This is an optimization exercise on Yosys and OpenROAD, whose aim is small area, a short achievable clock period and few clock cycles per item, not a production implementation. Where RTL was checked, it was by simulation tests only, not by an equivalence proof against the original. Power and IR drop assume default switching activity.

== job 1660 ==
## closest_colour_pixel_tracker
module closest_colour_pixel_tracker (
  input  wire         clk,
  input  wire         rst_n,
  input  wire         cfg_we,
  input  wire  [2:0]  cfg_idx,
  input  wire  [23:0] cfg_wdata,
  input  wire         in_valid,
  output wire         in_stall,
  input  wire  [47:0] in_data,
  output wire         out_valid,
  input  wire         out_stall,
  output wire  [68:0] out_data
);
==> flow/config.mk <==
export PLATFORM = sky130hd
export DESIGN_NAME = closest_colour_pixel_tracker
export DESIGN_NICKNAME = closest_colour_pixel_tracker
export VERILOG_FILES = /design/flow/design.v
export SDC_FILE = /design/flow/constraint.sdc
export NUM_CORES = 4
export LEC_CHECK = 0
export CAP_MARGIN = 20
export CORE_MARGIN = 2
export CORE_UTILIZATION = 55
export CTS_CLUSTER_DIAMETER = 100
export CTS_CLUSTER_SIZE = 25
export SETUP_SLACK_MARGIN = 4.5
export SLEW_MARGIN = 20
export SYNTH_HIERARCHICAL = 1
==> flow/constraint.sdc <==
create_clock -name core_clock -period 7.5 [get_ports {clk}]
set_input_delay 1.5000 -clock core_clock [delete_from_list [all_inputs] [get_ports {clk}]]
set_output_delay 1.5000 -clock core_clock [all_outputs]
set_load 0.01 [all_outputs]
standard.sh (not shown) runs the stock make flow with config.mk's settings and CLKGATE_MAP_FILE= SYNTH_SCRIPT=/design/flow/synth_recipe.tcl, a recipe that flattens the netlist after the stock synthesis.
==> flow/flow/run.sh <==
#!/bin/bash
# Layout flow: the standard flow (standard.sh), with the port buffers made of
# sky130_fd_sc_hd__buf_2 cells. The full make output goes to standard.log here.
set -euo pipefail
bash standard.sh "BUFFER_PORTS_ARGS=-buffer_cell sky130_fd_sc_hd__buf_2" finish > standard.log 2>&1
Job 1660 ended with every stage complete and zero timing, DRC or antenna violations.
#### Input delta (job 5654 over job 1660)
- clearing CTS_CLUSTER_DIAMETER, which used to be 100
- swapping 55 for 40 in CORE_UTILIZATION
- clearing CTS_CLUSTER_SIZE, which used to be 25
==> flow/run.sh (new file) <==
#!/bin/bash
# synth_recipe.tcl (not shown) runs the flow's synth.tcl, then flattens the netlist and writes it again
# the make line also repeats each setting of config.mk as NAME=value (left out here)
make -C /OpenROAD-flow-scripts/flow DESIGN_CONFIG=/design/flow/config.mk WORK_HOME=/design/flow/orfs CLKGATE_MAP_FILE= SYNTH_SCRIPT=/design/flow/synth_recipe.tcl finish
removed: flow/flow/run.sh
removed: flow/standard.sh
Notes after the runs:
The wire length the detailed router placed on met1 number comes out higher for job 5654 vs job 1660. Sequential portion of the cell area (higher): job 1660. Total clock buffers created by CTS: job 5654 higher than job 1660. Job 5654 gives less setup slack than job 1660 did. Job 1660 ended up with flip-flop to flip-flop as its type of the worst setup path; job 5654 ended up with input pin to flip-flop. ~same number of buffer cells added on primary ports in job 1660 and job 5654. Per the comparison of job 5654 with job 1660, critical path depth decreased by 1 relative to the old numbers, wire length now larger, clock insertion delay at the later pin of the skew report about even. Between job 5654 and job 1660, the adder and majority cell fraction of the synthesized area figures differ only marginally. Row depth of the most critical reg-to-reg path: job 5654 higher / job 1660 lower.
What job 1938 does differently from job 5654 at the input level:
==> flow/flow/run.sh (new file) <==
#!/bin/bash
# Layout flow: the standard flow (standard.sh), with the port buffers made of
# sky130_fd_sc_hd__buf_2 cells. The full make output goes to standard.log here.
set -euo pipefail
bash standard.sh "BUFFER_PORTS_ARGS=-buffer_cell sky130_fd_sc_hd__buf_2" finish > standard.log 2>&1
==> flow/standard.sh (new file) <==
#!/bin/bash
# synth_recipe.tcl (not shown) runs the flow's synth.tcl, then flattens the netlist and writes it again
# the make line also repeats each setting of config.mk as NAME=value (left out here)
make -C /OpenROAD-flow-scripts/flow DESIGN_CONFIG=/design/flow/config.mk WORK_HOME=/design/flow/orfs CLKGATE_MAP_FILE= SYNTH_SCRIPT=/design/flow/synth_recipe.tcl "${@:-finish}"
removed: flow/run.sh
Findings:
Changes observed in job 1938 relative to job 5654: utilization moved down; max-slew violation total from the final report now sits at about the same level; power share of the combinational group now smaller; first-pass GRT wire length fell by about 0.9%.
When the final numbers for job 5654 and job 1938 were put side by side, the number of buffer and inverter instances along the worst setup path turned out to be smaller in job 1938.
Wire length, job 5654 and job 1938: smaller value in job 1938
Job 1938 vs job 5654, cell with the biggest individual delay on the critical path: fa_1 vs nor3_2
Per the comparison of job 1938 with job 5654, total power draw fell about 2%, number of remaining DRC errors about even, logic depth of the worst setup path including buffers rose 7.
cfg_idx[0] as the worst setup path startpoint was reported by job 5654, and s2_t2_6[0] by job 1938.
Final worst setup slack for job 1938: 0.048 ns up relative to job 5654
The final reports for job 1938 and job 5654 show area growth from synthesis to layout lower in the former.
[inputs] job 2940 vs job 1938
- setting CTS_CLUSTER_DIAMETER to 100 for the first time
- setting CTS_CLUSTER_SIZE to 25 for the first time
- changing SETUP_SLACK_MARGIN from 4.5 to 4.8
Findings:
Between job 2940 and job 1938, the placed cell area does not differ in any meaningful way. Job 2940 vs job 1938 — footprint of the multi-input gates climbed by a few percent. On sequential share of layout area: job 2940 sits above job 1938. Per the comparison of job 2940 with job 1938, maximum frequency rose by 5.6%; total design power moved down. When the final numbers for job 1938 and job 2940 were put side by side, the final worst hold slack turned out to be greater in job 2940. When job 2940 is measured against job 1938, its global-route wire length before repair turns out 1.2% lower. Compared with job 1938, in job 2940 met1 track demand over resource down 0.18 points, total internal power decreased by about 7% relative to the old numbers.
No run of this note included a check of the RTL's function; only the layout flow was run.

* * *

closest_colour_pixel_tracker, a different RTL version from the one above (not shown whole).
For scale: roughly 2700 cells after synthesis, ~600 flip-flops, about 150 I/O pins, ~31000 sq um of cells after synthesis.
Design closest_colour_pixel_tracker, start of the top module:
module closest_colour_pixel_tracker (
  input  wire         clk,
  input  wire         rst_n,
  input  wire         cfg_we,
  input  wire  [2:0]  cfg_idx,
  input  wire  [23:0] cfg_wdata,
  input  wire         in_valid,
  output wire         in_stall,
  input  wire  [47:0] in_data,
  output wire         out_valid,
  input  wire         out_stall,
  output wire  [68:0] out_data
);
  reg  [23:0] tgn0, tgn1, tgn2;
  reg  [17:0] thr_sq0, thr_sq1, thr_sq2;
  reg  [2:0]  thr_we1;
  wire [3:0]  wa = cfg_wdata[8:5];
  wire [4:0]  wb = cfg_wdata[4:0];
  wire [7:0]  wa2 =
                    (wa == 4'd1) ? 8'd1 :
                    (wa == 4'd2) ? 8'd4 :
                    (wa == 4'd3) ? 8'd9 :
                    (wa == 4'd4) ? 8'd16 :
                    (wa == 4'd5) ? 8'd25 :
                    (wa == 4'd6) ? 8'd36 :
                    (wa == 4'd7) ? 8'd49 :
                    (wa == 4'd8) ? 8'd64 :
                    (wa == 4'd9) ? 8'd81 :
                    (wa == 4'd10) ? 8'd100 :
                    (wa == 4'd11) ? 8'd121 :
                    (wa == 4'd12) ? 8'd144 :
                    (wa == 4'd13) ? 8'd169 :
                    (wa == 4'd14) ? 8'd196 :
                    (wa == 4'd15) ? 8'd225 :
                    8'd0;
  wire [9:0]  wb2 =
                    (wb == 5'd1) ? 10'd1 :
                    (wb == 5'd2) ? 10'd4 :
                    (wb == 5'd3) ? 10'd9 :
                    (wb == 5'd4) ? 10'd16 :
                    (wb == 5'd5) ? 10'd25 :
                    (wb == 5'd6) ? 10'd36 :
                    (wb == 5'd7) ? 10'd49 :
                    (wb == 5'd8) ? 10'd64 :
                    (wb == 5'd9) ? 10'd81 :
                    (wb == 5'd10) ? 10'd100 :
                    (wb == 5'd11) ? 10'd121 :
  ...
Settings: LEC_CHECK=0, CAP_MARGIN=20, CORE_MARGIN=2, CORE_UTILIZATION=62, CTS_CLUSTER_DIAMETER=100, CTS_CLUSTER_SIZE=22, SETUP_SLACK_MARGIN=4.75, SLEW_MARGIN=20, SYNTH_HIERARCHICAL=1; clock period 7.5 ns.
==> flow/flow/run.sh <==
#!/bin/bash
# Layout flow: the standard flow (standard.sh), with the port buffers made of
# sky130_fd_sc_hd__buf_1 cells. The full make output goes to standard.log here.
set -euo pipefail
bash standard.sh "BUFFER_PORTS_ARGS=-buffer_cell sky130_fd_sc_hd__buf_1" finish > standard.log 2>&1
The baseline finished clean.
Testbench counts at the start, summed over its fixed seeds: cycles 34,564, pixels 34,052.
Change:
==> flow/flow/run.sh (replaced) <==
#!/bin/bash
# Layout flow: the standard flow (standard.sh), with the port buffers made of
# sky130_fd_sc_hd__buf_2 cells. The full make output goes to standard.log here.
set -euo pipefail
bash standard.sh "BUFFER_PORTS_ARGS=-buffer_cell sky130_fd_sc_hd__buf_2" finish > standard.log 2>&1
--- a/flow/config.mk
+++ b/flow/config.mk
@@ -9,6 +9,6 @@
 export CORE_MARGIN = 2
-export CORE_UTILIZATION = 62
+export CORE_UTILIZATION = 40
 export CTS_CLUSTER_DIAMETER = 100
-export CTS_CLUSTER_SIZE = 22
-export SETUP_SLACK_MARGIN = 4.75
+export CTS_CLUSTER_SIZE = 25
+export SETUP_SLACK_MARGIN = 4.5
 export SLEW_MARGIN = 20
After rerunning:
- The new run passed the timing, DRC and antenna checks
- global-route usage went down by 10 points
- first-iteration DRC count went down by 23%
- via count went down by 0.73%
- core utilization went down by 24 points
- non-clock buffer count went down by 18
- sequential share of layout area went down by 0.53 points
- setup slack loses 0.16 ns
- routed wire length went up by 0.63%
- die area went up by 54%
- worst hold slack gains 0.0042 ns

==> what the ideal ports hide <==
The results above use ideal ports. As a check the final layouts listed here were re-extracted and re-timed, cells and wires unchanged.
Step 1 sets driving cells, clkbuf_16 on the clock port and buf_2 on the other inputs (assumed; they add their load-dependent delay and slew).
Step 2 adds t to the input delays and takes it off the output delays; t is the mean of the earliest and latest rising clock arrival at the registers after step 1. Input paths then give back, and output paths get back, about the clock's delay inside the block.
Slacks: no drivers / after step 1 / after step 2; pairs: no drivers / after step 1.
| run | t (ns) | slack for setup (ns) | worst setup path after step 2 | clock arrival spread, ns | pins driven straight from the clock port |
|---|---|---|---|---|---|
| job 1660 | 0.667 | 4.562 / 4.562 / 4.054 | input to register | 0.032 / 0.033 | 1 |
| job 5654 | 0.674 | 4.469 / 4.491 / 3.832 | input to register | 0.053 / 0.053 | 1 |
| job 1938 | 0.672 | 4.517 / 4.517 / 4.041 | input to register | 0.043 / 0.043 | 1 |
| job 2940 | 0.680 | 4.674 / 4.652 / 4.181 | input to register | 0.023 / 0.022 | 1 |
| the first run of note 2 | 0.692 | 4.637 / 4.637 / 4.121 | input to register | 0.019 / 0.018 | 1 |
| the second run of note 2 | 0.673 | 4.479 / 4.479 / 3.997 | input to register | 0.028 / 0.027 | 1 |
After both steps setup and hold are still met in every run listed. The setup slack of job 5654, which loses most, moves by +0.022 ns with the drivers and by -0.637 ns with both steps.
